Background: an optimization exercise with open tools, aiming at small area, a short achievable clock period and few clock cycles per item. Do not read the settings as production practice.
Only simulation tests tie the RTL to the original design; equivalence was not proved.
The clock port is modelled as an ideal driver; clocking choices that lean on that would not hold on a real chip.
Power is estimated from default activity; no workload was simulated.

// mac_operand_scatter
module mac_operand_scatter
#(
   parameter int N_TAPS   = 16,
   parameter int TREE_LAT = 5
) (
   input  logic                      clk,
   input  logic                      reset,
   input  conv_pkg::data_t                     in_data,
   input  logic                      in_valid,
   output logic                      in_ready,
   input  logic                      flush,
   input  logic                      w_we,
   input  logic [$clog2(N_TAPS)-1:0] w_addr,
   input  conv_pkg::data_t                     w_data,
   output logic                      w_err,
   output conv_pkg::data_t [conv_pkg::LANES-1:0]         lane_a,
   output conv_pkg::data_t [conv_pkg::LANES-1:0]         lane_b,
   output logic                      mac_en,
   output logic                      mac_clear,
   output logic                      sum_capture
);
   localparam int L = conv_pkg::LANES;
   logic              r_ph;           
   logic              r_rdy;          
   logic              r_en;           
   logic [3:0]        r_cnt;          
   logic [TREE_LAT+2:0] r_pipe;       
   conv_pkg::data_t   r_a [L];        
   conv_pkg::data_t   r_b [L];        
   conv_pkg::data_t   r_wa [L];       
   conv_pkg::data_t   r_wb [L];       
   logic              w_full;
   logic              w_shift;
   logic              w_sel_n, w_keep_n;
   logic              w_accept;
   logic              w_form;
   logic              w_wr;
   conv_pkg::data_t   w_dn, w_dz;
   assign w_full   = (r_cnt == 4'd15);
   assign in_ready = r_rdy;
   assign w_shift  = in_valid & r_rdy;
   assign w_sel_n  = ~w_shift;
   assign w_keep_n = w_shift;
   assign w_accept = w_shift & ~flush & ~reset;
   assign w_form   = w_accept & w_full;
  ...
Size in the first run: about 1100 cells after synthesis, roughly 270 I/O pins, roughly 14000 um2 of cells after synthesis.
export LEC_CHECK = 0
export CAP_MARGIN = 20
export CORE_MARGIN = 2
export CORE_UTILIZATION = 70
export CTS_CLUSTER_DIAMETER = 60
export CTS_CLUSTER_SIZE = 30
export PLACE_DENSITY = 0.8
export SETUP_SLACK_MARGIN = 2.9
export SLEW_MARGIN = 20
export SYNTH_HIERARCHICAL = 1
export SYNTH_MINIMUM_KEEP_SIZE = 0
create_clock -name core_clock -period 5.0 [get_ports {clk}]
standard.sh (not shown) runs the stock make flow with config.mk's settings and CLKGATE_MAP_FILE= SYNTH_SCRIPT=/design/flow/synth_recipe.tcl, a recipe that flattens the netlist after the stock synthesis.
==> flow/flow/run.sh <==
#!/bin/bash
# The standard layout, with the port buffers made of the smallest buffer
# cell instead of the one ORFS picks by default.
set -euo pipefail
export BUFFER_PORTS_ARGS="-buffer_cell sky130_fd_sc_hd__buf_1"
bash standard.sh > standard_flow.log 2>&1
The first run finished with timing, DRC and antenna clean.
Testbench counts at the start, summed over its fixed seeds: cycles 4,272, items 2,048.
Rerun with:
--- a/flow/config.mk
+++ b/flow/config.mk
@@ -10,5 +10,2 @@
-export CORE_UTILIZATION = 70
-export CTS_CLUSTER_DIAMETER = 60
-export CTS_CLUSTER_SIZE = 30
-export PLACE_DENSITY = 0.8
-export SETUP_SLACK_MARGIN = 2.9
+export CORE_UTILIZATION = 40
+export SETUP_SLACK_MARGIN = 2.8
The new run finished clean.
Clock power climbs by 72%.
Total power climbs by 19%.
Count of clock-buffer cells in the layout climbs by 49.
Design area climbs by 3.9%.
Cell count climbs by 15%.
Clock skew climbs by 0.0055 ns.
Via count drops by 0.70%.
Rerun with:
==> flow/flow/run.sh (replaced) <==
#!/bin/bash
# The standard layout with two changes:
# - the port buffers are made of the smallest buffer cell instead of the one
#   ORFS picks by default;
# - after clock tree synthesis the tree's root buffer is removed, so the clock
#   port drives the tree's first level (two buffers) directly; timing is then
#   repaired (post_cts.tcl) instead of before the removal.
set -euo pipefail
export BUFFER_PORTS_ARGS="-buffer_cell sky130_fd_sc_hd__buf_1"
export SKIP_CTS_REPAIR_TIMING=1
export POST_CTS_TCL="$PWD/flow/post_cts.tcl"
bash standard.sh > standard_flow.log 2>&1
==> flow/flow/post_cts.tcl (new file) <==
proc remove_clock_root {} {
  set block [ord::get_db_block]
  set clk [$block findNet clk]
  set root ""
  foreach it [$clk getITerms] { if {[$it isInputSignal]} { set root [$it getInst] } }
  if {$root eq ""} { puts "remove_clock_root: no root buffer"; return }
  set rootout ""
  foreach it [$root getITerms] { if {[$it isOutputSignal]} { set rootout [$it getNet] } }
  set loads {}
  foreach it [$rootout getITerms] { if {[$it isInputSignal]} { lappend loads $it } }
  if {[llength $loads] + [llength [$clk getITerms]] - 1 > 4} {
    puts "remove_clock_root: root buffer drives [llength $loads] pins, kept"
    return
  }
  foreach it $loads { $it disconnect; $it connect $clk }
  puts "remove_clock_root: removed [$root getName], moved [llength $loads] loads to clk"
  odb::dbInst_destroy $root
  odb::dbNet_destroy $rootout
}

remove_clock_root
estimate_parasitics -placement
report_clock_latency
repair_timing_helper
detailed_placement
check_placement -verbose
estimate_parasitics -placement
report_worst_slack
--- a/flow/config.mk
+++ b/flow/config.mk
@@ -10,2 +10,5 @@
-export CORE_UTILIZATION = 40
-export SETUP_SLACK_MARGIN = 2.8
+export CORE_UTILIZATION = 70
+export CTS_CLUSTER_DIAMETER = 60
+export CTS_CLUSTER_SIZE = 30
+export PLACE_DENSITY = 0.8
+export SETUP_SLACK_MARGIN = 2.9
After rerunning: Power came out lower by 18%. Utilization came out higher by 30 points. Combinational power barely changes. Wire length came out lower by 7.7%. Hold slack gains 0.0072 ns. Synthesized cell count is unchanged. Setup slack gains 0.14 ns. Critical path depth does not change. Final cell count came out lower by 13%. Maximum frequency came out higher by 6.6%.
Rerun with:
--- a/flow/config.mk
+++ b/flow/config.mk
@@ -17,0 +18 @@
+export TNS_END_PERCENT = 0
Outcome: The changed run completed without violations; core utilization increases by 0.16 points; wire length decreases slightly; design area barely changes; hold slack gets worse by 0.0057 ns.
Rerun with:
==> flow/flow/run.sh (replaced) <==
#!/bin/bash
# The standard layout, with the port buffers made of the smallest buffer
# cell instead of the one ORFS picks by default.
set -euo pipefail
export BUFFER_PORTS_ARGS="-buffer_cell sky130_fd_sc_hd__buf_1"
bash standard.sh > standard_flow.log 2>&1
--- a/flow/config.mk
+++ b/flow/config.mk
@@ -10 +10 @@
-export CORE_UTILIZATION = 70
+export CORE_UTILIZATION = 40
@@ -13,2 +13 @@
-export PLACE_DENSITY = 0.8
-export SETUP_SLACK_MARGIN = 2.9
+export SETUP_SLACK_MARGIN = 3.0
@@ -18 +16,0 @@
-export TNS_END_PERCENT = 0
removed: flow/flow/post_cts.tcl
After rerunning: Sequential share of layout area went down by 12 points. Synthesized area does not change. Utilization is lower by 20 points. Total power is higher by 21%. Critical path depth fell by 3. Routed wire length went up by about 23%. Cell count climbs by about 25%. Design area rose by about 30%.
Rerun with:
==> flow/flow/run.sh (replaced) <==
#!/bin/bash
# The standard layout with two changes:
# - the port buffers are made of the smallest buffer cell instead of the one
#   ORFS picks by default;
# - after clock tree synthesis the tree's root buffer is removed, so the clock
#   port drives the tree's first level (two buffers) directly; timing is then
#   repaired (post_cts.tcl) instead of before the removal.
set -euo pipefail
export BUFFER_PORTS_ARGS="-buffer_cell sky130_fd_sc_hd__buf_1"
export SKIP_CTS_REPAIR_TIMING=1
export POST_CTS_TCL="$PWD/flow/post_cts.tcl"
bash standard.sh > standard_flow.log 2>&1
==> flow/flow/post_cts.tcl (new file) <==
proc remove_clock_root {} {
  set block [ord::get_db_block]
  set clk [$block findNet clk]
  set root ""
  foreach it [$clk getITerms] { if {[$it isInputSignal]} { set root [$it getInst] } }
  if {$root eq ""} { puts "remove_clock_root: no root buffer"; return }
  set rootout ""
  foreach it [$root getITerms] { if {[$it isOutputSignal]} { set rootout [$it getNet] } }
  set loads {}
  foreach it [$rootout getITerms] { if {[$it isInputSignal]} { lappend loads $it } }
  if {[llength $loads] + [llength [$clk getITerms]] - 1 > 4} {
    puts "remove_clock_root: root buffer drives [llength $loads] pins, kept"
    return
  }
  foreach it $loads { $it disconnect; $it connect $clk }
  puts "remove_clock_root: removed [$root getName], moved [llength $loads] loads to clk"
  odb::dbInst_destroy $root
  odb::dbNet_destroy $rootout
}

remove_clock_root
estimate_parasitics -placement
report_clock_latency
repair_timing_helper
detailed_placement
check_placement -verbose
estimate_parasitics -placement
report_worst_slack
--- a/flow/config.mk
+++ b/flow/config.mk
@@ -10 +10 @@
-export CORE_UTILIZATION = 40
+export CORE_UTILIZATION = 70
@@ -12,0 +13 @@
+export PLACE_DENSITY = 0.8
Routed wire length drops by 13%.
Design area decreases by about 20%.
Via count went down by 5.7%.
Setup slack gets better by 0.054 ns.
Non-clock buffer count went down by 204.
Cell count falls by 20%.

==> static timing again, ports no longer ideal <==
How much do the figures lean on ideal ports? The routed layouts below were timed once more, with nothing changed but the port constraints.
Step 1: set_driving_cell puts a clkbuf_16 on clk and a buf_2 on each other input, an assumption about the parent block.
Step 2, shift: input delay + t, output delay - t, t = (earliest + latest rising clock arrival at the registers) / 2. This alone moves slack from input paths to output paths.
a / b / c = ideal / step 1 / step 2; a / b = the first two.
run | t, ns | setup WS [ns] | hold WS [ns]
the first run | 0.587 | 2.907 / 2.856 / 2.441 | 0.409 / 0.409 / 0.409
the second run | 0.603 | 2.789 / 2.779 / 2.217 | 0.402 / 0.402 / 0.402
the third run | 0.466 | 2.926 / 2.876 / 2.501 | 0.410 / 0.410 / 0.410
the fourth run | 0.468 | 2.827 / 2.866 / 2.398 | 0.404 / 0.404 / 0.404
the fifth run | 0.627 | 2.906 / 2.854 / 2.427 | 0.400 / 0.400 / 0.400
the sixth run | 0.471 | 2.960 / 2.944 / 2.528 | 0.411 / 0.411 / 0.411
After both steps setup and hold are still met in every run listed. The setup slack of the second run, which loses most, moves by -0.010 ns with the drivers and by -0.572 ns with both steps.
